Source: an optimization exercise on an open RTL-to-GDS flow (aim: small area, a short achievable clock period and few clock cycles per item). Production flows keep margins and buffers that such runs may drop.
The RTL was checked by simulation tests, not by an equivalence proof against the original design.
Power figures rest on the tool's default switching activity, not on a simulated workload.

Setup of alpha:
Design greedy_first_fit_graph_coloring, start of the top module:
module greedy_first_fit_graph_coloring (
    input  logic                          clk,
    input  logic                          rst_n,
    input  logic                          item_valid,
    output logic                          item_ready,
    input  logic [gffc_pkg::MASK_W-1:0]   item_neighbor_mask,
    input  logic                          item_final_vertex,
    output logic                          result_valid,
    input  logic                          result_ready,
    output logic [gffc_pkg::IDX_W-1:0]    result_vertex_index,
    output logic [gffc_pkg::IDX_W-1:0]    result_assigned_color,
    output logic                          result_graph_done
);
Settings: LEC_CHECK=0, CAP_MARGIN=30, CORE_MARGIN=2, CORE_UTILIZATION=24, SETUP_SLACK_MARGIN=3, SLEW_MARGIN=30; clock period 6.0 ns.
run.sh (not shown) runs the stock make flow with config.mk's settings and CLKGATE_MAP_FILE= SYNTH_SCRIPT=/design/flow/synth_recipe.tcl, a recipe that flattens the netlist after the stock synthesis.
Testbench counts of alpha, summed over its fixed seeds: cycles 24,024, items 24,000.
Here is what was changed in the inputs of beta compared with alpha.
Settings: swapping 3 for 3.4 in SETUP_SLACK_MARGIN; swapping 24 for 27 in CORE_UTILIZATION.
## What came out
- beta has completed all stages; timing, DRC and antenna checks passed.
- Sort alpha and beta by total placed cells including tap cells asc -> top: beta
- Looking at critical path startpoint, the item_neighbor_mask[53] result is from alpha; the prev_color_reg[2] one comes from beta.
- beta: sequential cell area share lower than alpha
- In beta relative to alpha, wire length of the first global-routing pass had gone up by a few percent.
- Main power-consuming group: registers -> alpha, clock -> beta
- Of the two candidates, alpha has the better total internal power and beta the worse one.
- Compared beta vs alpha, and maximum vdd ir drop is up in beta.
- Of alpha and beta, the run reporting the lower area of the die was beta.
- In beta, maximum fanout encountered on the critical timing path is higher than in alpha.
- Non-clock buffer count, alpha and beta: higher on beta
- Lower post-layout instance area was reported by alpha, not beta.
Here is what was changed in the inputs of gamma compared with beta.
Settings: SETUP_SLACK_MARGIN now 3, was 3.4.
==> results.txt <==
- beta → gamma: fraction of the cycle the final worst path needs picked up an extra 5.5 points; pin count of the biggest net entering global routing increased by 1 relative to the old numbers.
- When gamma is set beside beta, its clock-buffer cell count turns out to be 9 larger.
- For beta, the startpoint of the most critical setup path was prev_color_reg[2], unlike gamma, where it was item_neighbor_mask[54].
- The higher final critical-path required period of beta and gamma is in gamma.
- The first-pass iteration count of the detailed router in gamma sits 2 below the value recorded for beta.
- Changes observed in gamma relative to beta: slack of the critical path shrank by 330 ps, register fraction of the total cell area grew by 2.3 points, post-route total power shrank by about 0.46%, latest clock arrival within the worst-skew pair shrank by 20 ps.
- Comparing beta and gamma, the higher net switching share of the total power is on beta.
- Finished layout cell area, beta and gamma: smaller value in gamma
Input-level comparison between delta and gamma:
Settings: swapping 27 for 24 in CORE_UTILIZATION.
==> flow/flow/run.sh (new file) <==
#!/bin/bash
# The standard layout (the standard.sh: standard synthesis and ORFS steps,
# unchanged), with one difference: the buffers ORFS puts on the input and
# output ports are plain buffers (buf_4) instead of the delay cells that
# buffer_ports would otherwise pick.
set -euo pipefail
export BUFFER_PORTS_ARGS="-buffer_cell sky130_fd_sc_hd__buf_4"
bash standard.sh finish > standard_flow.log 2>&1
==> flow/standard.sh (new file) <==
#!/bin/bash
# synth_recipe.tcl (not shown) runs the flow's synth.tcl, then flattens the netlist and writes it again
# the make line also repeats each setting of config.mk as NAME=value (left out here)
make -C /OpenROAD-flow-scripts/flow DESIGN_CONFIG=/design/flow/config.mk WORK_HOME=/design/flow/orfs CLKGATE_MAP_FILE= SYNTH_SCRIPT=/design/flow/synth_recipe.tcl "${@:-finish}"
removed: flow/run.sh
==> results.txt <==
- Residual antenna-violating net count after detailed routing came out exactly the same in delta and gamma.
- From gamma to delta the numbers moved as follows: non-clock buffer count lower, final period demand of the worst path higher.
### delta -> epsilon
Settings: SETUP_SLACK_MARGIN: 3 -> 3.4.
Findings:
Summary of epsilon over delta: number of global-route vias before repair +1443; H-tree level count increased 1. delta ended up with item_neighbor_mask[50] as its launch point of the worst path; epsilon ended up with g_lane[38].u_lane.color_reg[1]. As far as worst hold slack is concerned, delta and epsilon perform about the same. Fmax (delta / epsilon): 0.887. Re utilization: delta was lower than epsilon. In the reports for epsilon and delta, the smaller final cell count belongs to delta.

[port drivers added, routing unchanged]
How much do the figures lean on ideal ports? The routed layouts below were timed once more, with nothing changed but the port constraints. Step 1 assumes that a clkbuf_16 drives the clock port and a buf_2 every other input. Step 2 moves the port delays by t, midway between the first and last clock arrival at a register: inputs arrive t later, outputs are due t later. That takes back most of the time a late clock gives input paths. a / b / c = no drivers / after step 1 / after step 2; a / b = the first two.
| run | t (ns) | setup WS [ns] | worst slew at a driven data input, ns |
|---|---|---|---|
| alpha | 0.748 | 2.763 / 2.815 / 2.067 | 0.07 |
| beta | 0.788 | 3.112 / 3.112 / 2.493 | 0.07 |
| gamma | 0.768 | 2.781 / 2.822 / 2.065 | 0.07 |
| delta | 0.768 | 2.652 / 2.706 / 1.937 | 0.06 |
| epsilon | 0.787 | 3.028 / 3.028 / 2.335 | 0.07 |
After both steps setup and hold are still met in every run listed. The setup slack of gamma, which loses most, moves by +0.041 ns with the drivers and by -0.716 ns with both steps.
